This design comes from an exercise in tuning for small area and a short achievable clock period on the open sky130 flow, not from production work. At most, simulation tests tie the RTL to the original design; equivalence was not proved. The RTL of runs 1 and 4 to 6 was laid out without a check of its function. Power and IR drop assume default switching activity.

$ cat flow/run.sh
#!/bin/bash
# synth_recipe.tcl (not shown) runs the flow's synth.tcl, then flattens the netlist and writes it again
# the make line also repeats each setting of config.mk as NAME=value (left out here)
make -C /OpenROAD-flow-scripts/flow DESIGN_CONFIG=/design/flow/config.mk WORK_HOME=/design/flow/orfs CLKGATE_MAP_FILE= SYNTH_SCRIPT=/design/flow/synth_recipe.tcl finish
$ cat flow/config.mk
export PLATFORM = sky130hd
export DESIGN_NAME = dma_rx_unpacker
export DESIGN_NICKNAME = dma_rx_unpacker
export VERILOG_FILES = /design/flow/design.v
export SDC_FILE = /design/flow/constraint.sdc
export NUM_CORES = 4
export LEC_CHECK = 0
export CAP_MARGIN = 20
export CORE_MARGIN = 2
export CORE_UTILIZATION = 40
export SLEW_MARGIN = 20
$ cat flow/constraint.sdc
create_clock -name core_clock -period 5.5 [get_ports {clk}]
set_input_delay 1.1000 -clock core_clock [delete_from_list [all_inputs] [get_ports {clk}]]
set_output_delay 1.1000 -clock core_clock [all_outputs]
set_load 0.01 [all_outputs]
$ cat flow/design.v
package dma_pkg;
  localparam int DMA_BEAT_W = 128;
  localparam int DMA_WORD_W = 32;
  localparam int DMA_LANES  = 4;
  localparam logic [15:0] DMA_HDR_MAGIC = 16'hD5A7;
  localparam int MAGIC_HI = 31;
  localparam int MAGIC_LO = 16;
  localparam int LEN_HI   = 15;
  localparam int LEN_LO   = 0;
  typedef enum logic {
    RX_HDR,
    RX_PAYLOAD
  } rx_state_e;
  function automatic logic [DMA_WORD_W-1:0] beat_lane(
    input logic [DMA_BEAT_W-1:0] beat,
    input logic [1:0]            lane
  );
    beat_lane = beat[lane*DMA_WORD_W +: DMA_WORD_W];
  endfunction
endpackage
module dma_rx_fifo #(
  parameter int DEPTH = 16,
  parameter int WIDTH = 128
) (
  input  logic                   clk,
  input  logic [DEPTH-1:0]       we,        
  input  logic [DEPTH-1:0]       hold,      
  input  logic [WIDTH-1:0]       wdata,
  input  logic [DEPTH-1:0]       rd_oh,
  input  logic [2:0]             lsel,      
  output logic [WIDTH/4-1:0]     nxt_word,
  output logic [WIDTH/4-1:0]     hdr_word
);
  localparam int WW = WIDTH / 4;
  logic [DEPTH*WIDTH-1:0] mem;
  always_ff @(posedge clk) begin
    for (int e = 0; e < DEPTH; e++)
      mem[e*WIDTH +: WIDTH] <= ({WIDTH{hold[e]}} & mem[e*WIDTH +: WIDTH]) |
                               ({WIDTH{we[e]}}   & wdata);
  end
  always_comb begin
    nxt_word = '0;
    hdr_word = '0;
    for (int e = 0; e < DEPTH; e++) begin
      for (int l = 1; l < 4; l++)
        nxt_word = nxt_word | ({WW{rd_oh[e] & lsel[l-1]}} & mem[e*WIDTH + l*WW +: WW]);
      hdr_word = hdr_word | ({WW{rd_oh[(e+DEPTH-1)%DEPTH]}} & mem[e*WIDTH +: WW]);
    end
  end
endmodule
module dma_rx_unpacker #(
  parameter int          FIFO_DEPTH = 16,
  parameter logic [15:0] HDR_MAGIC  = dma_pkg::DMA_HDR_MAGIC,
  localparam int         LVL_W      = $clog2(FIFO_DEPTH) + 1
) (
  input  logic                  clk,
  input  logic                  reset_n,
  input  logic [dma_pkg::DMA_BEAT_W-1:0] dma_read_data,
  input  logic                  dma_read_valid,
  output logic [dma_pkg::DMA_WORD_W-1:0] out_data,
  output logic                  out_valid,
  input  logic                  out_ready,
  output logic                  out_last,
  output logic [LVL_W-1:0]      fifo_level,
  output logic                  overflow,
  input  logic                  ovf_clr,
  output logic                  frame_err,
  output logic [31:0]           frame_cnt,
  output logic [31:0]           drop_cnt
);
  logic [FIFO_DEPTH-1:0] wr_oh;       
  logic [FIFO_DEPTH-1:0] wr_ohn;      
  logic [FIFO_DEPTH-1:0] hold;
  logic [FIFO_DEPTH-1:0] rd_oh;
  logic [FIFO_DEPTH-1:0] we;
  logic                  full, empty, lvl_le1, lvl_1;
  logic                  push, pop;
  logic                  pay;         
  logic [1:0]            lane;
  logic [15:0]           rem;
  logic                  rem1;        
  logic                  hdr_ok;      
  logic [15:0]           hdr_len;
  logic                  hdr_len0, hdr_len1;
  logic [31:0]           nxt_word, hdr_word, w_word;
  logic                  hs, hdr_act, accept, last, lane3;
  assign full    = fifo_level[LVL_W-1];
  assign empty   = (fifo_level == '0);
  assign lvl_le1 = (fifo_level[LVL_W-1:1] == '0);
  assign lvl_1   = lvl_le1 & fifo_level[0];
  assign push    = dma_read_valid & ~full;
  assign we   = {FIFO_DEPTH{push}} & wr_oh;
  assign hold = {FIFO_DEPTH{~push}} | wr_ohn;
  dma_rx_fifo #(
    .DEPTH (FIFO_DEPTH),
    .WIDTH (dma_pkg::DMA_BEAT_W)
  ) u_fifo (
    .clk      (clk),
    .we       (we),
    .hold     (hold),
    .wdata    (dma_read_data),
    .rd_oh    (rd_oh),
    .lsel     ({lane == 2'd2, lane == 2'd1, lane == 2'd0}),
    .nxt_word (nxt_word),
    .hdr_word (hdr_word)
  );
  assign w_word  = dma_read_data[31:0];
  assign hs      = out_valid & out_ready;    
  assign hdr_act = ~pay & ~empty;
  assign accept  = hdr_act & hdr_ok & ~hdr_len0;
  assign last    = rem1;
  assign lane3   = (lane == 2'd3);
  assign pop     = (hdr_act & (~hdr_ok | hdr_len0)) | (hs & (last | lane3));
  logic sel_nxt, sel_hdr, sel_w, sel_hold;
  logic pay_d, empty_d, valid_d, rem1_d;
  assign sel_nxt  = accept | (hs & ~last & ~lane3);
  assign sel_hdr  = hs & ~last & lane3 & ~lvl_le1;
  assign sel_w    = pay & dma_read_valid & (empty | (hs & ~last & lane3 & lvl_1));
  assign sel_hold = out_valid & ~out_ready;
  assign pay_d   = accept | (pay & ~(hs & last));
  assign empty_d = ~push & (empty | (lvl_1 & pop));
  assign valid_d = pay_d & ~empty_d;
  assign rem1_d  = accept ? hdr_len1 : (hs ? (rem == 16'd2) : rem1);
  always_ff @(posedge clk or negedge reset_n) begin
    if (!reset_n) begin
      out_data  <= '0;
      out_valid <= 1'b0;
      out_last  <= 1'b0;
    end else begin
      out_data  <= ({32{sel_nxt}}  & nxt_word) |
                   ({32{sel_hdr}}  & hdr_word) |
                   ({32{sel_w}}    & w_word)   |
                   ({32{sel_hold}} & out_data);
      out_valid <= valid_d;
      out_last  <= valid_d & rem1_d;
    end
  end
  logic [31:0] hdr_src;
  assign hdr_src = lvl_le1 ? w_word : hdr_word;
  always_ff @(posedge clk) begin
    hdr_ok   <= (hdr_src[31:16] == HDR_MAGIC);
    hdr_len  <= hdr_src[15:0];
    hdr_len0 <= (hdr_src[15:0] == 16'd0);
    hdr_len1 <= (hdr_src[15:0] == 16'd1);
  end
  always_ff @(posedge clk or negedge reset_n) begin
    if (!reset_n) begin
      pay        <= 1'b0;
      lane       <= '0;
      rem        <= '0;
      rem1       <= 1'b0;
      frame_err  <= 1'b0;
      wr_oh      <= FIFO_DEPTH'(1);
      wr_ohn     <= ~FIFO_DEPTH'(1);
      rd_oh      <= FIFO_DEPTH'(1);
      fifo_level <= '0;
    end else begin
      frame_err <= hdr_act & ~hdr_ok;
      pay       <= pay_d;
      rem1      <= rem1_d;
      if (accept) begin
        rem  <= hdr_len;
        lane <= 2'd1;
      end else if (hs) begin
        rem  <= rem - 16'd1;
        lane <= last ? 2'd0 : lane + 2'd1;
      end
      if (push) begin
        wr_oh  <= {wr_oh[FIFO_DEPTH-2:0], wr_oh[FIFO_DEPTH-1]};
        wr_ohn <= {wr_ohn[FIFO_DEPTH-2:0], wr_ohn[FIFO_DEPTH-1]};
      end
      if (pop)  rd_oh  <= {rd_oh[FIFO_DEPTH-2:0], rd_oh[FIFO_DEPTH-1]};
      case ({push, pop})
        2'b10:   fifo_level <= fifo_level + 1'b1;
        2'b01:   fifo_level <= fifo_level - 1'b1;
        default: fifo_level <= fifo_level;
      endcase
    end
  end
  always_ff @(posedge clk or negedge reset_n) begin
    if (!reset_n)                   overflow <= 1'b0;
    else if (dma_read_valid & full) overflow <= 1'b1;
    else if (ovf_clr)               overflow <= 1'b0;
  end
  logic frame_done;
  assign frame_done = (hdr_act & hdr_ok & hdr_len0) | (hs & last);
  always_ff @(posedge clk or negedge reset_n) begin
    if (!reset_n) begin
      frame_cnt <= '0;
      drop_cnt  <= '0;
    end else begin
      if (frame_done)            frame_cnt <= frame_cnt + 32'd1;
      if (dma_read_valid & full) drop_cnt  <= drop_cnt + 32'd1;
    end
  end
endmodule
==> flow_metrics.py, run 1 <==
metrics = {
    "final_layout": {
        "final_net_count": 7035,
        "fin_cells": 9767,
        "drive_above_1_share": 0.109,
        "synthToLayoutAreaGrowth_pct": 15.6,
        "mostFrequentLayoutCells": "a22o_1, dfxtp_1, a221oi_1",
        "final_common_cell": "a22o_1",
    },
    "power": {
        "intPower_mw": 25.9,
        "switchingPower_mw": 10.3,
        "ir_drop_v": 0.000363,
        "p_comb_frac": 0.109,
        "powerDensity_mw_per_mm2": 384,
        "swShare": 0.285,
        "pwr-share-clk": 0.438,
        "finalPower_mw": 36.2,
        "p_leak_nw": 35.8,
        "power.share.sequential": 0.454,
    },
    "route": {
        "viasPerCell": 7.21,
        "drt-initial-drc-count": 12200,
        "dr.pass1.iters": 8,
        "wl_um": 370000,
        "final_antenna_net_count": 0,
        "wl_per_cell_um": 37.9,
        "drcViolationCount": 0,
        "vias": 70400,
    },
    "worst_setup_path": {
        "reg2reg_slack_ns": 1.30,
        "cp.required_ns": 6.22,
        "cp-end-kind": "flop",
        "r2r-start": "lane[1]",
        "crit_type": "flop to flop",
        "cp_max_fo": 16,
        "cp-start-kind": "flop",
        "rr_endpoint": "out_data[11]",
        "rr_worst_depth": 9,
        "arrival_ns": 4.91,
    },
    "clock_network": {
        "cts-hold-fix-buffers": 0,
        "cts_buffer_depth": 3,
        "cts_buffers": 221,
        "htreeDepth": 4,
        "path_clk_slew_ns": 0.06,
        "postCtsSetupRepairBufs": 0,
        "cts_root_buf": "clkbuf_16",
        "clk_latency_ns": 0.91,
        "cts_tree": "yes",
        "cts_sinks": 2240,
        "cts_resized": 0,
    },
    "global_route": {
        "grt_pass1_wl_um": 516000,
        "grt_max_degree": 123,
        "gr-total-overflow": 0,
        "first_global_vias": 66100,
        "grt_util_all_layers": 0.342,
        "antenna_found_initial": 44,
    },
    "sta": {
        "drv_slew": 0,
        "grt_setup_unrepaired": "false",
        "report.final.hold_viol_count": 0,
        "finalCritPeriodShare": 0.763,
        "tightest_slew_ns": 1.26,
        "fmax_mhz": 238,
        "fin_crit_ns": 4.20,
        "finalSetupTns_ns": 0,
        "fin_skew_ns": 0.0812,
        "slew_headroom": 0.155,
        "fin_ws_ns": 1.30,
        "setup_viol": 0,
        "fin_hold_ws_ns": 0.247,
    },
    "yosys": {
        "synth_area_mm2": 0.0815,
        "synth_top_area_share": 0.508,
        "synth_area_leaders": "dfxtp_1, a22o_1, dfrtp_1, a221oi_1, clkbuf_1",
        "synth_warnings": 2,
        "ys_seq_elements": 2240,
        "ys_types": 53,
        "ys.flop_type": "dfxtp_1",
        "synthArstFlopShare": 0.0772,
        "syn_avg_cell_area_um2": 11.4,
        "synthCells": 7165,
        "yosysSeqAreaShare": 0.561,
        "synth_edf_count": 0,
        "synth_top_area_cell": "dfxtp_1",
        "synthesis.nets": 7311,
    },
    "place": {
        "place_inst": 9337,
        "place.gp.congestion": 0.881,
        "hpwl_um": 200000,
        "pre_cts_ws_ns": 1.32,
        "io_buffers": 237,
    },
    "floorplan": {
        "dieWidth_um": 455,
        "initial_core_util": 0.403,
        "coreArea_mm2": 0.202,
        "die_area_mm2": 0.207,
        "fp.dieH_um": 455,
        "pin_count": 238,
        "rows": 165,
    },
    "status": {
        "status": "complete, no violations",
    },
    "worst_hold_path": {
        "min_path_type": "input port to async pin",
    },
    "flow_run": {
        "max_cap_viol_count": 0,
    },
}
synthesized netlist by cell type (all sizes together) (22+ instances only):
cell type,count
dfxtp,2067
nand4,115
a22o,2439
o21ai,54
a221oi,423
clkbuf,697
xnor2,46
buf,301
a21oi,22
nor4,38
xor2,36
a22oi,242
nand3,86
nand2,98
nor2,102
and2,66
dfrtp,170
logic make-up (layout without fill, tap and decap cells):
family | count (synthesis) | count (layout) | synth area share
flip-flops | 2240 | 2240 | 0.561
AO/OA/AOI/OAI | 3204 | 3204 | 0.337
multiplexers | 19 | 19 | 0.00261
AND/OR/NAND/NOR | 591 | 591 | 0.0395
other | 0 | 26 | 0
XOR/XNOR | 82 | 82 | 0.00881
buffers and inverters | 1016 | 920 | 0.0492
adder cells (fa/ha/maj) | 13 | 13 | 0.00209
flip-flops by register name, indices dropped and copies added (netlist names):
register    count
fifo_level      5
overflow        1
out_last        1
hdr_ok          1
u_fifo.mem   2048
drop_cnt       32
out_data       32
hdr_len1        1
frame_err       1
rem1            1
frame_cnt      32
hdr_len        16
lane            2
pay             1
out_valid       1
hdr_len0        1
wr_ohn         16
rem            16
rd_oh          16
wr_oh          16
routing by layer:
metal | part of all wire | global-route usage
met4 | 0.064 | 0.201
met2 | 0.42 | 0.494
met3 | 0.14 | 0.103
met1 | 0.38 | 0.450
met5 | 0.00050 | 0.00643
per-stage QoR:
step	util	area, µm²
2_1_floorplan	-	81500
3_3_place_gp	0.427	86500
3_5_place_dp	0.427	86500
4_1_cts	0.465	94100
5_1_grt	0.465	94200
6_report	0.466	94200
worst max-delay path: stages (launching register included):
cell	delay (ns)
dfrtp_1	0.48
inv_1	0.10
ha_1	0.38
and2_2	0.57
buf_4	0.43
a22o_1	0.31
a221oi_1	0.28
nand4_1	0.16
nor4_2	1.09
o21ai_0	0.18
power by group through the flow:
stage          clock, mW  combinational [mW]  sequential, mW
5_1_grt             16.5                3.87            16.4
4_1_cts             15.8                3.73            16.4
3_5_place_dp           0                3.73            16.8
2_1_floorplan          0                1.74            16.8
3_3_place_gp           0                3.73            16.8
6_report            15.8                3.94            16.4
worst max path at each step:
| stage | slack [ns] | from | endpoint |
|---|---|---|---|
| final | 1.30 | lane[1] | out_data[11] |
| after global routing | 1.25 | lane[0] | out_data[17] |
| after CTS | 1.46 | lane[0] | out_data[22] |
| after detailed placement | 1.32 | dma_read_valid | u_fifo.mem[813] |
| after global placement | 1.17 | out_ready | out_data[19] |
| after floorplan | 2.15 | out_ready | fifo_level[4] |
cell type report:
type,instances,area [µm²]
fillers,18100,108000
flip-flops and latches,2240,45700
multi-input cells,3909,32300
clock buffers,332,6530
repair buffers,499,5100
well taps,2672,3340
clock inverters,71,1080
inverters,18,67.6
diodes,26,65.1
==> run 2, diff against run 1 <==
--- a/flow/design.v
+++ b/flow/design.v
@@ -24,6 +24,5 @@
 ) (
   input  logic                   clk,
-  input  logic [DEPTH-1:0]       we,        
-  input  logic [DEPTH-1:0]       hold,      
+  input  logic [DEPTH-1:0]       we,
   input  logic [WIDTH-1:0]       wdata,
   input  logic [DEPTH-1:0]       rd_oh,
@@ -36,6 +35,5 @@
   always_ff @(posedge clk) begin
     for (int e = 0; e < DEPTH; e++)
-      mem[e*WIDTH +: WIDTH] <= ({WIDTH{hold[e]}} & mem[e*WIDTH +: WIDTH]) |
-                               ({WIDTH{we[e]}}   & wdata);
+      if (we[e]) mem[e*WIDTH +: WIDTH] <= wdata;
   end
   always_comb begin
@@ -69,7 +67,6 @@
   output logic [31:0]           drop_cnt
 );
-  logic [FIFO_DEPTH-1:0] wr_oh;       
-  logic [FIFO_DEPTH-1:0] wr_ohn;      
-  logic [FIFO_DEPTH-1:0] hold;
+  localparam int AW = $clog2(FIFO_DEPTH);
+  logic [AW-1:0]         wr_ptr;
   logic [FIFO_DEPTH-1:0] rd_oh;
   logic [FIFO_DEPTH-1:0] we;
@@ -90,6 +87,8 @@
   assign lvl_1   = lvl_le1 & fifo_level[0];
   assign push    = dma_read_valid & ~full;
-  assign we   = {FIFO_DEPTH{push}} & wr_oh;
-  assign hold = {FIFO_DEPTH{~push}} | wr_ohn;
+  always_comb begin
+    we = '0;
+    we[wr_ptr] = push;
+  end
   dma_rx_fifo #(
     .DEPTH (FIFO_DEPTH),
@@ -98,5 +97,4 @@
     .clk      (clk),
     .we       (we),
-    .hold     (hold),
     .wdata    (dma_read_data),
     .rd_oh    (rd_oh),
@@ -151,6 +149,5 @@
       rem1       <= 1'b0;
       frame_err  <= 1'b0;
-      wr_oh      <= FIFO_DEPTH'(1);
-      wr_ohn     <= ~FIFO_DEPTH'(1);
+      wr_ptr     <= '0;
       rd_oh      <= FIFO_DEPTH'(1);
       fifo_level <= '0;
@@ -166,8 +163,5 @@
         lane <= last ? 2'd0 : lane + 2'd1;
       end
-      if (push) begin
-        wr_oh  <= {wr_oh[FIFO_DEPTH-2:0], wr_oh[FIFO_DEPTH-1]};
-        wr_ohn <= {wr_ohn[FIFO_DEPTH-2:0], wr_ohn[FIFO_DEPTH-1]};
-      end
+      if (push) wr_ptr <= wr_ptr + 1'b1;
       if (pop)  rd_oh  <= {rd_oh[FIFO_DEPTH-2:0], rd_oh[FIFO_DEPTH-1]};
       case ({push, pop})
--- a/flow/config.mk
+++ b/flow/config.mk
@@ -9,3 +9,4 @@
 export CORE_MARGIN = 2
 export CORE_UTILIZATION = 40
+export SETUP_SLACK_MARGIN = 2.7
 export SLEW_MARGIN = 20
==> run 2 against run 1 <==
  * Still clean
  * Sequential cell count decreased by 28
  * Cell area increased by 5.8%
  * Non-clock buffer count increased by 198
  * Synthesized cell count decreased by 40%
  * Clock-buffer cell count decreased by 70
  * Routed wire length decreased by 19%
  * Sequential share of layout area increased by 17 points
  * Core utilization increased by 3.4 points
  * Critical path type unchanged
  * Largest cell class unchanged
  * Highest routed layer unchanged
==> flow_metrics.py, run 2 <==
metrics = {
    "status": {
        "status": "complete, no violations",
    },
    "clock_network": {
        "cts_buffers": 210,
        "htreeDepth": 4,
        "cts_tree": "yes",
        "path_clk_slew_ns": 0.06,
        "clk_latency_ns": 0.88,
        "cts_sinks": 2212,
        "cts_root_buf": "clkbuf_16",
        "cts-hold-fix-buffers": 0,
        "cts_buffer_depth": 3,
    },
    "yosys": {
        "synth_area_leaders": "edfxtp_1, a221oi_1, dfrtp_1, a22o_1, a22oi_1",
        "yosysMostFrequentCell": "edfxtp_1",
        "ys_seq_elements": 2212,
        "yosysSeqAreaShare": 0.816,
        "synth_top_area_share": 0.766,
        "synthesis.nets": 4458,
        "synth_top_area_cell": "edfxtp_1",
        "synth_warnings": 2,
        "ys_types": 61,
        "syn_avg_cell_area_um2": 18.6,
        "ys.flop_type": "edfxtp_1",
        "synthCells": 4310,
        "synthArstFlopShare": 0.0656,
        "synth.top_cells.by_count": "edfxtp_1, a221oi_1, a22o_1",
        "synth_area_mm2": 0.0803,
        "synth_edf_count": 2048,
    },
    "worst_setup_path": {
        "cp-end-kind": "flop",
        "crit_family": "buffers and inverters",
        "crit_type": "flop to flop",
        "critical_path_buf_inv_count": 4,
        "cpPeakStageDelay_ns": 0.48,
        "cp_max_fo": 11,
        "arrival_ns": 3.83,
        "cp_slowest_cell": "dfrtp_2",
        "reg2reg_slack_ns": 2.37,
        "path_cells": "buf_6, ha_4, buf_4, and2_4, buf_6, a22o_1, a221oi_2, nand4_1, nor4_2, buf_4, o21ai_0",
        "cp.required_ns": 6.20,
        "cp-start-kind": "flop",
    },
    "power": {
        "intPower_mw": 28.5,
        "swShare": 0.233,
        "powerDensity_mw_per_mm2": 373,
        "p_leak_nw": 33.0,
        "pwr-share-clk": 0.389,
        "power.share.sequential": 0.541,
        "switchingPower_mw": 8.67,
        "p_comb_frac": 0.070,
        "finalPower_mw": 37.2,
        "ir_drop_v": 0.000332,
    },
    "global_route": {
        "grt_util_all_layers": 0.283,
        "grt_max_degree": 91,
        "first_global_vias": 47600,
        "antenna_found_initial": 29,
        "grt_pass1_wl_um": 402000,
        "gr-total-overflow": 0,
    },
    "flow_run": {
        "max_cap_viol_count": 0,
    },
    "sta": {
        "drv_slew": 0,
        "fin_skew_ns": 0.0465,
        "fmax_mhz": 320,
        "slew_headroom": 0.260,
        "setup_viol": 0,
        "fin_ws_ns": 2.37,
        "finalCritPeriodShare": 0.569,
        "grt_setup_unrepaired": "true",
        "tightest_slew_ns": 1.11,
        "report.final.hold_viol_count": 0,
        "fin_crit_ns": 3.13,
        "finalSetupTns_ns": 0,
    },
    "route": {
        "vias": 50900,
        "final_antenna_net_count": 0,
        "wl_um": 299000,
        "drt-initial-drc-count": 9234,
        "viasPerCell": 6.53,
        "wl_per_cell_um": 38.4,
        "dr.pass1.iters": 8,
        "drcViolationCount": 0,
    },
    "floorplan": {
        "initial_core_util": 0.402,
        "rows": 164,
        "coreArea_mm2": 0.200,
        "dieWidth_um": 452,
        "die_area_mm2": 0.204,
        "pin_count": 238,
        "fp.dieH_um": 452,
    },
    "final_layout": {
        "final_area_mm2": 0.0997,
        "largest_reg_flops": 2048,
        "final_net_count": 5090,
        "nFillCells": 16000,
        "mostFrequentLayoutCells": "edfxtp_1, a22o_1, a221oi_1",
        "fin_cells": 7798,
        "top_register": "u_fifo.mem",
        "register_area_mm2": 0.0656,
        "multi_input_area_mm2": 0.0158,
        "drive_above_1_share": 0.226,
        "synthToLayoutAreaGrowth_pct": 24.1,
        "final_common_cell": "edfxtp_1",
    },
    "place": {
        "pre_cts_ws_ns": 0.968,
        "hpwl_um": 151000,
        "io_buffers": 237,
        "postPlaceCellArea_mm2": 0.0869,
        "place_inst": 7090,
        "place.gp.congestion": 0.840,
    },
    "worst_hold_path": {
        "min_path_type": "input port to async pin",
    },
}
run 2: changes by cell type in the layout (fill, tap and decap cells not counted), moves of 59 or more:
cell / delta
edfxtp_1: +2048
clkdlybuf4s50_1: -107
dfrtp_1: -59
dlygate4sd2_1: +106
a221oi_1: -156
dfxtp_1: -2048
a22o_1: -2051
a221oi_2: +145
run 2: final timing paths:
path | start | cells past startpoint | end
max in group asynchronous | reset_n | 2 | rd_oh[11]
hold reg to reg | hdr_len[0] | 2 | rem[0]
hold / removal | reset_n | 1 | drop_cnt[17]
min in group core_clock | hdr_len[0] | 2 | rem[0]
setup reg to reg | lane[1] | 11 | out_data[23]
setup / recovery | lane[1] | 11 | out_data[23]
run 2: power groups by stage:
stage / clock network [mW] / logic [mW] / registers [mW]
final: 14.5 / 2.61 / 20.1
after global routing: 15.1 / 2.69 / 20.2
after CTS: 14.5 / 2.52 / 20.1
after detailed placement: 0 / 2.18 / 20.4
after global placement: 0 / 2.16 / 20.4
after floorplan: 0 / 0.900 / 20.4
run 2: repair_timing:
item / 4_1_cts / 5_1_grt
pin swaps: 104 / 78
buffers inserted: 193 / 63
resized for setup: 539 / 156
cloned: 34 / 6
endpoints found under the setup margin: 2064 / 1714
run 2: cell type report:
class,count,share of cell area
Clock buffer,262,0.0557
Inverter,15,0.000615
Antenna cell,18,0.000452
Timing Repair Buffer,697,0.0812
Clock inverter,132,0.0126
Multi-Input combinational cell,1806,0.158
Sequential cell,2212,0.658
Tap cell,2656,0.0333
run 2: metrics by stage:
stage                util  hold slack [ns]
finish              0.499            0.235
global route        0.499            0.257
CTS                 0.491            0.217
detailed placement  0.435            0.423
global placement    0.435            0.418
floorplan               -            0.401
run 2: cell families (layout without fill, tap and decap cells):
kind of cell             count (synthesis)  in the layout  share of synthesized area
other                                    0             18                          0
buffers and inverters                  303           1106                     0.0151
AND/OR/NAND/NOR                        529            540                     0.0368
multiplexers                            22             22                    0.00304
AO/OA/AOI/OAI                         1144           1144                      0.118
XOR/XNOR                                85             85                    0.00927
adder cells (fa/ha/maj)                 15             15                    0.00243
flip-flops                            2212           2212                      0.816
run 2: routing by layer:
| layer | up-vias | global-route usage | wire, µm |
|---|---|---|---|
| met4 | 22 | 0.134 | 15700 |
| met5 | - | 0 | 155 |
| li1 | 19500 | - | - |
| met1 | 26200 | 0.380 | 108000 |
| met2 | 4403 | 0.423 | 133000 |
| met3 | 831 | 0.0859 | 41900 |
==> run 3, diff against run 2 <==
--- a/flow/config.mk
+++ b/flow/config.mk
@@ -9,4 +9,3 @@
 export CORE_MARGIN = 2
 export CORE_UTILIZATION = 40
-export SETUP_SLACK_MARGIN = 2.7
 export SLEW_MARGIN = 20
==> run 3 against run 2 <==
  * Total power is 2.2% lower
  * Sequential share of layout area increased by 4.3 points
  * Sequential cell count did not move
  * Sequential power barely moved
  * Clock-buffer cell count is 32 higher
  * Critical path type unchanged
  * Critical endpoint is now out_data[25]
==> flow_metrics.py, run 3 <==
metrics = {
    "floorplan": {
        "die_area_mm2": 0.204,
        "coreArea_mm2": 0.200,
        "pin_count": 238,
        "rows": 164,
        "dieWidth_um": 452,
        "initial_core_util": 0.402,
        "fp.dieH_um": 452,
    },
    "yosys": {
        "synthCells": 4310,
        "synthArstFlopShare": 0.0656,
        "synth_area_mm2": 0.0803,
        "synth_area_leaders": "edfxtp_1, a221oi_1, dfrtp_1, a22o_1, a22oi_1",
        "syn_avg_cell_area_um2": 18.6,
        "ys_seq_elements": 2212,
        "synth_warnings": 2,
        "synth.top_cells.by_count": "edfxtp_1, a221oi_1, a22o_1",
        "synthesis.nets": 4458,
        "synth_top_area_share": 0.766,
        "ys.flop_type": "edfxtp_1",
        "yosysMostFrequentCell": "edfxtp_1",
        "synth_top_area_cell": "edfxtp_1",
        "ys_types": 61,
        "yosysSeqAreaShare": 0.816,
        "synth_edf_count": 2048,
    },
    "global_route": {
        "grt_max_degree": 88,
        "antenna_found_initial": 17,
        "gr-total-overflow": 0,
        "first_global_vias": 46600,
        "grt_util_all_layers": 0.262,
        "grt_pass1_wl_um": 376000,
    },
    "final_layout": {
        "drive_above_1_share": 0.123,
        "nFillCells": 16700,
        "final_common_cell": "edfxtp_1",
        "register_area_mm2": 0.0655,
        "largest_reg_flops": 2048,
        "multi_input_area_mm2": 0.0139,
        "final_net_count": 4790,
        "mostFrequentLayoutCells": "edfxtp_1, a221oi_1, a22o_1",
        "top_register": "u_fifo.mem",
        "fin_cells": 7479,
        "synthToLayoutAreaGrowth_pct": 16.5,
    },
    "route": {
        "wl_um": 274000,
        "drcViolationCount": 0,
        "drt-initial-drc-count": 8231,
        "vias": 48400,
        "dr.pass1.iters": 6,
        "viasPerCell": 6.47,
        "final_antenna_net_count": 0,
        "wl_per_cell_um": 36.6,
    },
    "clock_network": {
        "postCtsSetupRepairBufs": 0,
        "cts-hold-fix-buffers": 0,
        "cts_tree": "yes",
        "cts_sinks": 2212,
        "cts_root_buf": "clkbuf_16",
        "path_clk_slew_ns": 0.07,
        "cts_resized": 0,
        "clk_latency_ns": 0.85,
        "cts_buffers": 212,
        "cts_buffer_depth": 3,
        "htreeDepth": 4,
    },
    "sta": {
        "fmax_mhz": 249,
        "fin_hold_ws_ns": 0.276,
        "fin_crit_ns": 4.02,
        "fin_skew_ns": 0.0337,
        "report.final.hold_viol_count": 0,
        "drv_slew": 0,
        "tightest_slew_ns": 1.27,
        "grt_setup_unrepaired": "false",
        "setup_viol": 0,
        "fin_ws_ns": 1.48,
        "slew_headroom": 0.152,
        "finalCritPeriodShare": 0.731,
    },
    "flow_run": {
        "max_cap_viol_count": 0,
    },
    "worst_setup_path": {
        "cp.required_ns": 6.17,
        "arrival_ns": 4.69,
        "cpPeakStageDelay_ns": 0.96,
        "path_cells": "inv_1, ha_1, and2_2, buf_4, a22o_1, a221oi_1, nand4_1, nor3_1, o21ai_0",
        "cp_slowest_cell": "nor3_1",
        "cp-end-kind": "flop",
        "cp_max_fo": 17,
        "cp-start-kind": "flop",
        "crit_type": "flop to flop",
    },
    "status": {
        "status": "complete, no violations",
    },
    "place": {
        "hpwl_um": 150000,
        "pre_cts_ws_ns": 1.13,
        "place_inst": 7084,
        "place.gp.congestion": 0.813,
        "io_buffers": 237,
    },
    "worst_hold_path": {
        "min_path_type": "input port to async pin",
    },
    "power": {
        "ir_drop_v": 0.000341,
        "powerDensity_mw_per_mm2": 388,
        "p_leak_nw": 29.6,
    },
}
-- run 3: worst paths after layout --
| kind | from | to | slack, ns | cells after the start |
|---|---|---|---|---|
| min reg2reg | hdr_len[6] | rem[6] | 0.44 | 2 |
| max in group asynchronous | reset_n | rd_oh[3] | 3.84 | 2 |
| min in group core_clock | hdr_len[6] | rem[6] | 0.44 | 2 |
| max reg2reg | lane[0] | out_data[25] | 1.48 | 9 |
| max | lane[0] | out_data[25] | 1.48 | 9 |
| min | reset_n | drop_cnt[23] | 0.28 | 1 |
-- run 3: per-stage QoR --
| step | util | area [µm²] | setup TNS (ns) | power, mW |
|---|---|---|---|---|
| floorplan | - | 80400 | -61.55 | 21.3 |
| global placement | 0.435 | 86900 | 0 | 22.5 |
| detailed placement | 0.435 | 86900 | 0 | 22.6 |
| CTS | 0.468 | 93500 | 0 | 36.4 |
| global route | 0.468 | 93500 | 0 | 37.3 |
| finish | 0.468 | 93500 | 0 | 36.3 |
-- run 3: routing by layer --
metal / global-route usage / wire (µm)
met1: 0.360 / 104000
met2: 0.406 / 125000
met3: 0.0605 / 33300
met4: 0.102 / 11500
met5: 0 / 101
-- run 3: cell families after synthesis --
kind of cell / count (synthesis) / synth area share
buf+inv: 303 / 0.0151
simple gates: 529 / 0.0368
xor+xnor: 85 / 0.00927
compound gates: 1144 / 0.118
mux: 22 / 0.00304
fa+ha+maj: 15 / 0.00243
flops: 2212 / 0.816
-- run 3: layout make-up --
| class | count | share of cell area |
|---|---|---|
| Antenna cell | 4 | 0.000107 |
| Clock buffer | 294 | 0.0619 |
| Clock inverter | 97 | 0.00858 |
| Inverter | 15 | 0.000602 |
| Multi-Input combinational cell | 1795 | 0.149 |
| Sequential cell | 2212 | 0.701 |
| Tap cell | 2656 | 0.0355 |
| Timing Repair Buffer | 406 | 0.0437 |
-- run 3: where the power goes --
| part | total, mW | switching (mW) | internal [mW] |
|---|---|---|---|
| clock network | 14.1 | 6.26 | 7.80 |
| logic | 2.20 | 1.71 | 0.487 |
| registers | 20.1 | 0.359 | 19.7 |
| total | 36.3 | 8.33 | 28.0 |
-- run 3: critical path, delay by kind of cell, from the launching register on --
| kind | cells | cell delay [ns] |
|---|---|---|
| simple gates | 3 | 1.71 |
| compound gates | 3 | 0.65 |
| buf+inv | 2 | 0.58 |
| flops | 1 | 0.50 |
| fa+ha+maj | 1 | 0.37 |
==> run 4, diff against run 3 <==
--- a/flow/design.v
+++ b/flow/design.v
@@ -74,5 +74,5 @@
   logic                  push, pop;
   logic                  pay;         
-  logic [1:0]            lane;
+  logic [3:0]            lane;        
   logic [15:0]           rem;
   logic                  rem1;        
@@ -99,5 +99,5 @@
     .wdata    (dma_read_data),
     .rd_oh    (rd_oh),
-    .lsel     ({lane == 2'd2, lane == 2'd1, lane == 2'd0}),
+    .lsel     (lane[2:0]),
     .nxt_word (nxt_word),
     .hdr_word (hdr_word)
@@ -108,5 +108,5 @@
   assign accept  = hdr_act & hdr_ok & ~hdr_len0;
   assign last    = rem1;
-  assign lane3   = (lane == 2'd3);
+  assign lane3   = lane[3];
   assign pop     = (hdr_act & (~hdr_ok | hdr_len0)) | (hs & (last | lane3));
   logic sel_nxt, sel_hdr, sel_w, sel_hold;
@@ -145,5 +145,5 @@
     if (!reset_n) begin
       pay        <= 1'b0;
-      lane       <= '0;
+      lane       <= 4'b0001;
       rem        <= '0;
       rem1       <= 1'b0;
@@ -158,8 +158,8 @@
       if (accept) begin
         rem  <= hdr_len;
-        lane <= 2'd1;
+        lane <= 4'b0010;
       end else if (hs) begin
         rem  <= rem - 16'd1;
-        lane <= last ? 2'd0 : lane + 2'd1;
+        lane <= last ? 4'b0001 : {lane[2:0], lane[3]};
       end
       if (push) wr_ptr <= wr_ptr + 1'b1;
--- a/flow/config.mk
+++ b/flow/config.mk
@@ -8,4 +8,6 @@
 export CAP_MARGIN = 20
 export CORE_MARGIN = 2
-export CORE_UTILIZATION = 40
+export CORE_UTILIZATION = 65
+export PLACE_DENSITY = 0.75
+export SETUP_SLACK_MARGIN = 2.9
 export SLEW_MARGIN = 20
==> run 4 against run 3 <==
  * Clock power about the same
  * Clock-buffer cell count shrank 38
  * Largest cell class unchanged
  * Area after synthesis is essentially flat
  * Worst setup slack better by 0.51 ns
  * Global-route usage grew 20 points
  * Core utilization increased by 35 points
  * Largest power group unchanged
  * Still clean on timing, DRC and antenna
  * Critical path depth down 1
  * Fmax rose by 14%
  * Routed wire length grew 16%
==> flow_metrics.py, run 4 <==
metrics = {
    "power": {
        "powerDensity_mw_per_mm2": 388,
        "p_leak_nw": 33.5,
        "ir_drop_v": 0.000421,
        "p_comb_frac": 0.098,
        "power.share.sequential": 0.535,
        "swShare": 0.255,
        "intPower_mw": 28.8,
        "finalPower_mw": 38.6,
        "pwr-share-clk": 0.366,
        "switchingPower_mw": 9.84,
    },
    "worst_setup_path": {
        "crit_top_cell": "buf_12",
        "cp-end-kind": "flop",
        "cpPeakStageDelay_ns": 0.95,
        "cp_max_fo": 17,
        "cp-start-kind": "flop",
        "cp_slowest_cell": "nor4_4",
        "startpoint": "lane[1]",
        "arrival_ns": 4.19,
        "crit_type": "flop to flop",
        "path_cells": "buf_12, and2_4, buf_12, a22o_1, a221oi_1, nand3_1, nor4_4, o221ai_1",
        "cp.required_ns": 6.18,
        "r2r-start": "lane[1]",
    },
    "place": {
        "place.gp.congestion": 0.881,
        "hpwl_um": 141000,
        "place_inst": 6028,
        "io_buffers": 237,
    },
    "final_layout": {
        "final_net_count": 5154,
        "final_common_cell": "edfxtp_1",
        "nFillCells": 5220,
        "mostFrequentLayoutCells": "edfxtp_1, a22o_1, buf_4",
        "fin_cells": 6841,
        "largest_reg_flops": 2048,
        "drive_above_1_share": 0.267,
        "top_register": "u_fifo.mem",
        "synthToLayoutAreaGrowth_pct": 24.0,
    },
    "clock_network": {
        "path_clk_slew_ns": 0.06,
        "clk_latency_ns": 0.88,
        "htreeDepth": 4,
        "cts_tree": "yes",
        "cts_root_buf": "clkbuf_16",
        "cts-hold-fix-buffers": 0,
        "cts_buffer_depth": 3,
        "cts_sinks": 2214,
        "cts_buffers": 204,
    },
    "yosys": {
        "yosysMostFrequentCell": "edfxtp_1",
        "synth_edf_count": 2048,
        "synth_top_area_cell": "edfxtp_1",
        "synth_area_leaders": "edfxtp_1, dfrtp_1, a221oi_1, a22o_1, a22oi_1",
        "synth_warnings": 2,
        "synthCells": 4286,
        "synth.top_cells.by_count": "edfxtp_1, a221oi_1, a22o_1",
        "ys_types": 57,
        "synth_area_mm2": 0.0803,
        "ys.flop_type": "edfxtp_1",
        "yosysSeqAreaShare": 0.816,
        "synthesis.nets": 4430,
        "ys_seq_elements": 2214,
        "synth_top_area_share": 0.766,
        "syn_avg_cell_area_um2": 18.7,
        "synthArstFlopShare": 0.0664,
    },
    "global_route": {
        "grt_util_all_layers": 0.460,
        "grt_pass1_wl_um": 399000,
        "gr-total-overflow": 0,
        "grt_max_degree": 75,
        "antenna_found_initial": 32,
        "first_global_vias": 51600,
    },
    "sta": {
        "drv_slew": 0,
        "finalCritPeriodShare": 0.639,
        "slew_headroom": 0.205,
        "fin_skew_ns": 0.0476,
        "fin_hold_ws_ns": 0.305,
        "fmax_mhz": 284,
        "tightest_slew_ns": 1.19,
        "setup_viol": 0,
        "finalSetupTns_ns": 0,
        "grt_setup_unrepaired": "true",
        "fin_crit_ns": 3.52,
        "report.final.hold_viol_count": 0,
    },
    "worst_hold_path": {
        "min_path_type": "input port to async pin",
    },
    "floorplan": {
        "pin_count": 238,
        "die_area_mm2": 0.126,
        "fp.dieH_um": 356,
        "dieWidth_um": 356,
        "initial_core_util": 0.657,
        "coreArea_mm2": 0.122,
        "rows": 128,
    },
    "route": {
        "final_antenna_net_count": 0,
        "wl_per_cell_um": 46.5,
        "viasPerCell": 8.31,
        "dr.pass1.iters": 13,
        "drcViolationCount": 0,
        "drt-initial-drc-count": 13100,
        "wl_um": 318000,
        "vias": 56800,
    },
    "flow_run": {
        "max_cap_viol_count": 0,
    },
    "status": {
        "status": "complete, no violations",
    },
}
run 4: cell count changes in the layout (fill, tap and decap cells not counted), moves of 34 or more:
| cell | delta |
|---|---|
| buf_12 | +61 |
| and2_4 | +52 |
| nor2_1 | -34 |
| clkdlybuf4s50_1 | -107 |
| buf_4 | +194 |
| and2_2 | -46 |
| buf_6 | +68 |
| a221oi_1 | -259 |
| clkdlybuf4s15_1 | +39 |
| a221oi_2 | +208 |
run 4: worst paths after layout:
kind	slack (ns)	depth (start not counted)	to
hold reg to reg	0.44	2	rem[12]
max in group asynchronous	4.21	2	drop_cnt[25]
setup / recovery	1.98	8	out_data[19]
hold / removal	0.31	1	frame_cnt[12]
min in group core_clock	0.44	2	rem[12]
setup reg to reg	1.98	8	out_data[19]
run 4: per-stage QoR:
step	area [µm²]	util	setup WS [ns]
6_report	99600	0.815	1.98
5_1_grt	99500	0.815	2.10
4_1_cts	97000	0.794	2.71
3_5_place_dp	85500	0.700	1.11
3_3_place_gp	85500	0.700	1.13
2_1_floorplan	80500	-	1.19
run 4: kinds of logic (layout without fill, tap and decap cells):
logic type,Yosys count,count (layout),share of synthesized area
multiplexers,21,21,0.00296
flip-flops,2214,2214,0.816
AO/OA/AOI/OAI,1147,1147,0.119
other,0,29,0
buffers and inverters,306,1198,0.0161
adder cells (fa/ha/maj),11,11,0.00181
AND/OR/NAND/NOR,501,510,0.0347
XOR/XNOR,86,86,0.00938
run 4: cell type report:
type	count	area, µm²	share of cell area
clock buffer	256	5380	0.0540
inverter	15	63.8	0.000641
antenna	29	72.6	0.000729
timing repair buffer	800	9090	0.0913
clock inverter	127	1070	0.0107
tap	1625	2030	0.0204
multi-input combinational	1775	16300	0.163
sequential	2214	65600	0.659
run 4: metal layers:
metal	share of wire	wire, µm	vias up	GRT usage
met1	0.29	90600	27000	0.569
met5	0.0011	360	-	0.00340
met4	0.11	33400	34	0.322
met2	0.41	130000	7791	0.649
li1	-	-	19700	-
met3	0.20	63100	2307	0.207
run 4: power groups by stage:
| stage | clock (mW) | combinational, mW | sequential [mW] |
|---|---|---|---|
| 2_1_floorplan | 0 | 1.19 | 20.8 |
| 4_1_cts | 13.7 | 3.32 | 20.5 |
| 6_report | 14.2 | 3.80 | 20.7 |
| 3_5_place_dp | 0 | 2.61 | 20.9 |
| 3_3_place_gp | 0 | 2.57 | 20.8 |
| 5_1_grt | 14.6 | 3.80 | 20.7 |
run 4: repair_timing:
action	in CTS	in global routing
setup buffers	281	81
gates resized for setup	690	316
gates cloned	26	13
endpoints found under the setup margin	2223	1435
pin swaps	129	108
run 4: critical path: cells and delay by family (launching register included):
kind	cells	cell delay, ns
buf+inv	2	0.37
flops	1	0.52
compound gates	3	0.78
simple gates	3	1.66
==> run 5, diff against run 4 <==
--- a/flow/config.mk
+++ b/flow/config.mk
@@ -8,6 +8,5 @@
 export CAP_MARGIN = 20
 export CORE_MARGIN = 2
-export CORE_UTILIZATION = 65
-export PLACE_DENSITY = 0.75
+export CORE_UTILIZATION = 40
 export SETUP_SLACK_MARGIN = 2.9
 export SLEW_MARGIN = 20
==> run 5 against run 4 <==
  * Via count fell by 9.2%
  * First-iteration DRC count fell by 30%
  * Core utilization shrank 30 points
  * Largest cell class unchanged
==> flow_metrics.py, run 5 <==
metrics = {
    "worst_setup_path": {
        "path_cells": "and2_4, buf_12, a22o_1, a221oi_2, nand4_1, nor4_4, o221ai_1",
        "cpPeakStageDelay_ns": 0.75,
        "cp-start-kind": "flop",
        "r2r-start": "rd_oh[6]",
        "cp.required_ns": 6.18,
        "cp_max_fo": 15,
        "cp_slowest_cell": "nor4_4",
        "rr_endpoint": "out_data[9]",
        "crit_family": "simple AND/OR/NAND/NOR gates",
        "crit_type": "flop to flop",
        "arrival_ns": 3.66,
        "rr_worst_depth": 7,
        "reg2reg_slack_ns": 2.52,
        "cp-end-kind": "flop",
        "critical_path_buf_inv_count": 1,
    },
    "route": {
        "drt-initial-drc-count": 9167,
        "viasPerCell": 6.53,
        "final_antenna_net_count": 0,
        "wl_um": 305000,
        "drcViolationCount": 0,
        "vias": 51600,
        "dr.pass1.iters": 5,
        "wl_per_cell_um": 38.6,
    },
    "global_route": {
        "first_global_vias": 47700,
        "gr-total-overflow": 0,
        "grt_util_all_layers": 0.283,
        "antenna_found_initial": 19,
        "grt_pass1_wl_um": 402000,
        "grt_max_degree": 102,
    },
    "sta": {
        "grt_setup_unrepaired": "true",
        "drv_slew": 0,
        "finalSetupTns_ns": 0,
        "report.final.hold_viol_count": 0,
        "fmax_mhz": 335,
        "finalCritPeriodShare": 0.542,
        "setup_viol": 0,
        "fin_skew_ns": 0.0585,
        "tightest_slew_ns": 1.03,
        "slew_headroom": 0.313,
        "fin_crit_ns": 2.98,
    },
    "yosys": {
        "ys_types": 57,
        "synthArstFlopShare": 0.0664,
        "synth_top_area_share": 0.766,
        "synth_area_mm2": 0.0803,
        "synth_area_leaders": "edfxtp_1, dfrtp_1, a221oi_1, a22o_1, a22oi_1",
        "synth_warnings": 2,
        "yosysSeqAreaShare": 0.816,
        "ys.flop_type": "edfxtp_1",
        "syn_avg_cell_area_um2": 18.7,
        "synth_top_area_cell": "edfxtp_1",
        "ys_seq_elements": 2214,
        "yosysMostFrequentCell": "edfxtp_1",
        "synthesis.nets": 4430,
        "synth_edf_count": 2048,
        "synthCells": 4286,
        "synth.top_cells.by_count": "edfxtp_1, a221oi_1, a22o_1",
    },
    "power": {
        "p_leak_nw": 34.1,
        "pwr-share-clk": 0.368,
        "p_comb_frac": 0.100,
        "powerDensity_mw_per_mm2": 380,
        "switchingPower_mw": 9.57,
        "swShare": 0.247,
        "intPower_mw": 29.2,
        "ir_drop_v": 0.000362,
        "power.share.sequential": 0.531,
    },
    "final_layout": {
        "mostFrequentLayoutCells": "edfxtp_1, a22o_1, buf_4",
        "final_net_count": 5208,
        "nFillCells": 15800,
        "largest_reg_flops": 2048,
        "synthToLayoutAreaGrowth_pct": 26.8,
        "final_common_cell": "edfxtp_1",
        "drive_above_1_share": 0.274,
        "top_register": "u_fifo.mem",
        "fin_cells": 7909,
    },
    "clock_network": {
        "cts-hold-fix-buffers": 0,
        "htreeDepth": 4,
        "path_clk_slew_ns": 0.06,
        "cts_buffer_depth": 3,
        "cts_tree": "yes",
        "cts_sinks": 2214,
        "cts_root_buf": "clkbuf_16",
        "cts_buffers": 206,
        "clk_latency_ns": 0.88,
    },
    "place": {
        "hpwl_um": 152000,
        "place.gp.congestion": 0.822,
        "place_inst": 7075,
        "io_buffers": 237,
    },
    "floorplan": {
        "rows": 164,
        "fp.dieH_um": 452,
        "dieWidth_um": 452,
        "initial_core_util": 0.402,
        "die_area_mm2": 0.204,
        "pin_count": 238,
        "coreArea_mm2": 0.200,
    },
    "flow_run": {
        "max_cap_viol_count": 0,
    },
    "status": {
        "status": "complete, no violations",
    },
    "worst_hold_path": {
        "min_path_type": "input port to async pin",
    },
}
run 5: area by class of cell:
class,count,area (µm²),area share
sequential,2214,65600,0.644
tap,2656,3320,0.0326
clock buffer,254,5450,0.0535
inverter,15,68.8,0.000676
clock inverter,132,1220,0.0120
timing repair buffer,853,9980,0.0980
antenna,11,27.5,0.000270
multi-input combinational,1774,16200,0.159
run 5: kinds of logic after synthesis:
logic type / Yosys count / synth area share
flip-flops: 2214 / 0.816
AO/OA/AOI/OAI: 1147 / 0.119
AND/OR/NAND/NOR: 501 / 0.0347
buffers and inverters: 306 / 0.0161
XOR/XNOR: 86 / 0.00938
multiplexers: 21 / 0.00296
adder cells (fa/ha/maj): 11 / 0.00181
run 5: worst max-delay path by stage:
stage	start	to	slack, ns	cells after the start
floorplan	dma_read_valid	u_fifo.mem[384]	1.19	5
global placement	dma_read_valid	u_fifo.mem[973]	0.96	7
detailed placement	dma_read_valid	u_fifo.mem[943]	0.94	7
CTS	lane[2]	out_data[10]	2.68	8
global route	lane[1]	out_data[9]	2.51	8
finish	rd_oh[6]	out_data[9]	2.52	7
run 5: worst register-to-register path: stages, from the launching register on:
cell      delay [ns]
dfrtp_4         0.61
and2_4          0.30
buf_12          0.19
a22o_1          0.25
a221oi_2        0.21
nand4_1         0.26
nor4_4          0.75
o221ai_1        0.23
run 5: per-layer routing:
layer  vias to the layer above  track usage  routed length (µm)
met3                       746       0.0841               44800
met4                        12        0.116               13800
met1                     26600        0.383              110000
li1                      19700            -                   -
met2                      4517        0.428              136000
met5                         -            0                 111
run 5: power by group through the flow:
stage | clock, mW | sequential (mW) | combinational [mW]
6_report | 14.3 | 20.6 | 3.89
5_1_grt | 14.9 | 20.6 | 3.98
4_1_cts | 14.3 | 20.5 | 3.54
3_5_place_dp | 0 | 20.9 | 2.75
3_3_place_gp | 0 | 20.9 | 2.72
2_1_floorplan | 0 | 20.8 | 1.19
run 5: metrics by stage:
step	cell area (µm²)	utilization	total power [mW]	setup WS (ns)	hold WS [ns]
6_report	102000	0.510	38.7	2.52	0.158
5_1_grt	102000	0.510	39.6	2.51	0.181
4_1_cts	99200	0.497	38.3	2.68	0.142
3_5_place_dp	87300	0.437	23.6	0.941	0.422
3_3_place_gp	87200	0.437	23.6	0.956	0.419
2_1_floorplan	80500	-	22.0	1.19	0.399
run 5: timing repair:
action / 4_1_cts / 5_1_grt
cloned: 43 / 14
setup endpoints to repair: 2215 / 1035
buffers inserted: 270 / 110
gates resized for setup: 788 / 249
pin swaps: 142 / 142
==> run 6, diff against run 5 <==
--- a/flow/design.v
+++ b/flow/design.v
@@ -27,5 +27,5 @@
   input  logic [WIDTH-1:0]       wdata,
   input  logic [DEPTH-1:0]       rd_oh,
-  input  logic [2:0]             lsel,      
+  input  logic [3*DEPTH-1:0]     nsel,      
   output logic [WIDTH/4-1:0]     nxt_word,
   output logic [WIDTH/4-1:0]     hdr_word
@@ -42,5 +42,5 @@
     for (int e = 0; e < DEPTH; e++) begin
       for (int l = 1; l < 4; l++)
-        nxt_word = nxt_word | ({WW{rd_oh[e] & lsel[l-1]}} & mem[e*WIDTH + l*WW +: WW]);
+        nxt_word = nxt_word | ({WW{nsel[3*e+l-1]}} & mem[e*WIDTH + l*WW +: WW]);
       hdr_word = hdr_word | ({WW{rd_oh[(e+DEPTH-1)%DEPTH]}} & mem[e*WIDTH +: WW]);
     end
@@ -69,10 +69,11 @@
   localparam int AW = $clog2(FIFO_DEPTH);
   logic [AW-1:0]         wr_ptr;
-  logic [FIFO_DEPTH-1:0] rd_oh;
+  logic [FIFO_DEPTH-1:0] rd_oh, rd_oh_d;
+  logic [3*FIFO_DEPTH-1:0] nsel;      
   logic [FIFO_DEPTH-1:0] we;
   logic                  full, empty, lvl_le1, lvl_1;
   logic                  push, pop;
   logic                  pay;         
-  logic [3:0]            lane;        
+  logic [3:0]            lane, lane_d;   
   logic [15:0]           rem;
   logic                  rem1;        
@@ -99,5 +100,5 @@
     .wdata    (dma_read_data),
     .rd_oh    (rd_oh),
-    .lsel     (lane[2:0]),
+    .nsel     (nsel),
     .nxt_word (nxt_word),
     .hdr_word (hdr_word)
@@ -120,4 +121,6 @@
   assign valid_d = pay_d & ~empty_d;
   assign rem1_d  = accept ? hdr_len1 : (hs ? (rem == 16'd2) : rem1);
+  assign lane_d  = accept ? 4'b0010 : (hs ? (last ? 4'b0001 : {lane[2:0], lane[3]}) : lane);
+  assign rd_oh_d = pop ? {rd_oh[FIFO_DEPTH-2:0], rd_oh[FIFO_DEPTH-1]} : rd_oh;
   always_ff @(posedge clk or negedge reset_n) begin
     if (!reset_n) begin
@@ -151,4 +154,5 @@
       wr_ptr     <= '0;
       rd_oh      <= FIFO_DEPTH'(1);
+      nsel       <= (3*FIFO_DEPTH)'(1);
       fifo_level <= '0;
     end else begin
@@ -156,13 +160,12 @@
       pay       <= pay_d;
       rem1      <= rem1_d;
-      if (accept) begin
-        rem  <= hdr_len;
-        lane <= 4'b0010;
-      end else if (hs) begin
-        rem  <= rem - 16'd1;
-        lane <= last ? 4'b0001 : {lane[2:0], lane[3]};
-      end
+      lane      <= lane_d;
+      rd_oh     <= rd_oh_d;
+      for (int e = 0; e < FIFO_DEPTH; e++)
+        for (int l = 0; l < 3; l++)
+          nsel[3*e+l] <= rd_oh_d[e] & lane_d[l];
+      if (accept)  rem <= hdr_len;
+      else if (hs) rem <= rem - 16'd1;
       if (push) wr_ptr <= wr_ptr + 1'b1;
-      if (pop)  rd_oh  <= {rd_oh[FIFO_DEPTH-2:0], rd_oh[FIFO_DEPTH-1]};
       case ({push, pop})
         2'b10:   fifo_level <= fifo_level + 1'b1;
--- a/flow/config.mk
+++ b/flow/config.mk
@@ -9,4 +9,4 @@
 export CORE_MARGIN = 2
 export CORE_UTILIZATION = 40
-export SETUP_SLACK_MARGIN = 2.9
+export SETUP_SLACK_MARGIN = 2.85
 export SLEW_MARGIN = 20
==> run 6 against run 5 <==
  * Largest cell class unchanged
  * Worst setup slack improved by 0.18 ns
  * Still clean on timing, DRC and antenna
  * Die area up 1.3%
  * Area after synthesis up 1.3%
  * Cell count down 1.5%
  * Sequential share of layout area up 2.6 points
  * Routed wire length decreased by 2.0%
  * Total power increased by 0.52%
  * Critical endpoint is now u_fifo.mem[1984]
  * Sequential power hardly changed
==> flow_metrics.py, run 6 <==
metrics = {
    "worst_setup_path": {
        "cp-end-kind": "flop",
        "critical_path_buf_inv_count": 7,
        "crit_top_cell": "buf_12",
        "r2r-start": "wr_ptr[0]",
        "arrival_ns": 3.36,
        "crit_type": "input port to flop",
        "path_cells": "clkdlybuf4s15_1, nor2b_4, buf_6, inv_8, or4_4, buf_12, nor2_4, buf_12, buf_12, buf_16",
        "crit_family": "buffers and inverters",
        "startpoint": "dma_read_valid",
        "cp_slowest_cell": "or4_4",
        "cp-start-kind": "input port",
        "cpPeakStageDelay_ns": 0.56,
        "cp.required_ns": 6.05,
        "cp_max_fo": 7,
    },
    "yosys": {
        "yosysSeqAreaShare": 0.820,
        "synth.top_cells.by_count": "edfxtp_1, a221oi_1, a22o_1",
        "ys_types": 65,
        "syn_avg_cell_area_um2": 19.0,
        "synth_top_area_share": 0.755,
        "ys_seq_elements": 2262,
        "ys.flop_type": "edfxtp_1",
        "yosysMostFrequentCell": "edfxtp_1",
        "synthCells": 4277,
        "synth_warnings": 2,
        "synthesis.nets": 4421,
        "synth_area_leaders": "edfxtp_1, dfrtp_1, a221oi_1, a22o_1, nand4_1",
        "synth_edf_count": 2048,
        "synth_top_area_cell": "edfxtp_1",
        "synth_area_mm2": 0.0814,
        "synthArstFlopShare": 0.0862,
    },
    "floorplan": {
        "dieWidth_um": 455,
        "coreArea_mm2": 0.202,
        "pin_count": 238,
        "rows": 165,
        "initial_core_util": 0.402,
        "die_area_mm2": 0.207,
        "fp.dieH_um": 455,
    },
    "global_route": {
        "gr-total-overflow": 0,
        "antenna_found_initial": 24,
        "grt_util_all_layers": 0.275,
        "grt_max_degree": 112,
        "first_global_vias": 47700,
        "grt_pass1_wl_um": 395000,
    },
    "final_layout": {
        "multi_input_area_mm2": 0.0142,
        "reg_top3": "u_fifo.mem x2048, nsel x48",
        "final_net_count": 5068,
        "mostFrequentLayoutCells": "edfxtp_1, a22o_1, a221oi_1",
        "final_common_cell": "edfxtp_1",
        "drive_above_1_share": 0.192,
        "top_register": "u_fifo.mem",
        "largest_reg_flops": 2048,
        "register_area_mm2": 0.0670,
        "nFillCells": 16400,
        "synthToLayoutAreaGrowth_pct": 22.6,
    },
    "sta": {
        "slew_headroom": 0.249,
        "drv_slew": 0,
        "grt_setup_unrepaired": "true",
        "fin_crit_ns": 2.80,
        "report.final.hold_viol_count": 0,
        "finalCritPeriodShare": 0.510,
        "fmax_mhz": 357,
        "setup_viol": 0,
        "fin_skew_ns": 0.0412,
        "finalSetupTns_ns": 0,
        "tightest_slew_ns": 1.12,
        "fin_hold_ws_ns": 0.353,
    },
    "power": {
        "p_leak_nw": 32.8,
        "finalPower_mw": 38.9,
        "powerDensity_mw_per_mm2": 390,
        "ir_drop_v": 0.000359,
    },
    "route": {
        "wl_um": 299000,
        "dr.pass1.iters": 8,
        "vias": 51100,
        "final_antenna_net_count": 0,
        "drt-initial-drc-count": 9176,
        "wl_per_cell_um": 38.4,
        "drcViolationCount": 0,
        "viasPerCell": 6.55,
    },
    "flow_run": {
        "max_cap_viol_count": 0,
    },
    "clock_network": {
        "htreeDepth": 4,
        "cts-hold-fix-buffers": 0,
        "cts_buffers": 212,
        "path_clk_slew_ns": 0.06,
        "cts_buffer_depth": 3,
        "cts_tree": "yes",
        "cts_sinks": 2262,
        "cts_root_buf": "clkbuf_16",
        "clk_latency_ns": 0.87,
    },
    "place": {
        "io_buffers": 237,
        "place.gp.congestion": 0.818,
        "hpwl_um": 147000,
    },
    "worst_hold_path": {
        "min_path_type": "input port to async pin",
    },
    "status": {
        "status": "complete, no violations",
    },
}
run 6: cell count changes in the layout (fill, tap and decap cells not counted), sizes merged, moves of 47 or more:
cell    delta
a221oi    +84
a22o      +84
a22oi    -171
and2      -55
buf      -226
clkbuf    +62
dfrtp     +47
nor2      +50
run 6: final timing paths:
kind                                    end  slack [ns]  cells after the start
max                        u_fifo.mem[1984]        2.70                     10
max reg2reg                u_fifo.mem[1984]        2.71                      8
min reg2reg                         rem[13]        0.43                      2
min                            drop_cnt[26]        0.35                      1
min in group core_clock             rem[13]        0.43                      2
max in group asynchronous          rd_oh[1]        4.06                      2
run 6: repair_timing:
item | 4_1_cts | 5_1_grt
hold endpoints to repair | 0 | 0
endpoints found under the setup margin | 2267 | 1180
pin swaps | 30 | 29
buffers inserted | 158 | 48
cloned | 33 | 47
gates resized for setup | 483 | 174
run 6: report_power, final:
part           switching, mW  internal, mW  total (mW)
Clock                   6.50          7.72        14.2
Sequential             0.480          20.3        20.8
Combinational           2.60          1.34        3.93
run 6: area by class of cell:
cell class / count / area share
diodes: 7 / 0.000175
clock buffers: 292 / 0.0573
clock inverters: 109 / 0.00890
inverters: 35 / 0.00142
multi-input cells: 1740 / 0.142
flip-flops and latches: 2262 / 0.671
well taps: 2672 / 0.0335
repair buffers: 673 / 0.0860
run 6: metal layers:
metal | up-vias | GRT usage | share of wire
li1 | 19500 | - | -
met1 | 26600 | 0.370 | 0.36
met2 | 4258 | 0.430 | 0.46
met3 | 707 | 0.0728 | 0.13
met4 | 28 | 0.103 | 0.044
met5 | - | 0 | 0.00071
run 6: logic make-up (layout without fill, tap and decap cells):
logic type	count (synthesis)	after routing	synth area share
AOI/OAI and AO/OA	1148	1149	0.120
xor gates and xnor gates	85	85	0.00914
adders and majority gates	11	11	0.00178
buffers and inverters	276	1109	0.0141
DFF	2262	2262	0.820
muxes	19	19	0.00375
other	0	7	0
and+or+nand+nor	476	476	0.0311
run 6: metrics by stage:
step / cell area [µm²] / util / worst slack [ns] / std cells
after floorplan: 81500 / - / 1.19 / 4277
after global placement: 88100 / 0.435 / 1.04 / 7096
after detailed placement: 88100 / 0.435 / 1.03 / 7096
after CTS: 97700 / 0.483 / 2.73 / 7688
after global routing: 99800 / 0.493 / 2.67 / 7788
final: 99800 / 0.493 / 2.70 / 7790

==> static timing again, ports no longer ideal <==
How much do the figures lean on ideal ports? The routed layouts below were timed once more, with nothing changed but the port constraints. Step 1 assumes that a clkbuf_16 drives the clock port and a buf_2 every other input. Step 2 moves the port delays by t, midway between the first and last clock arrival at a register: inputs arrive t later, outputs are due t later. That takes back most of the time a late clock gives input paths. Three values: no drivers, after step 1, after step 2; two values: the first two.
run	t (ns)	setup slack, ns	worst hold slack (ns)
run 1	0.969	1.303 / 1.303 / 1.230	0.247 / 0.185 / 0.433
run 2	0.944	2.373 / 2.373 / 2.080	0.235 / 0.187 / 0.436
run 3	0.925	1.479 / 1.479 / 0.985	0.276 / 0.227 / 0.439
run 4	0.934	1.985 / 1.985 / 1.985	0.305 / 0.270 / 0.437
run 5	0.941	2.517 / 2.517 / 2.066	0.158 / 0.106 / 0.435
run 6	0.940	2.695 / 2.712 / 1.818	0.353 / 0.303 / 0.431
After both steps setup and hold are still met in every run listed. For run 6, which loses most, drivers alone change the setup slack by +0.017 ns; drivers and shift together by -0.877 ns.
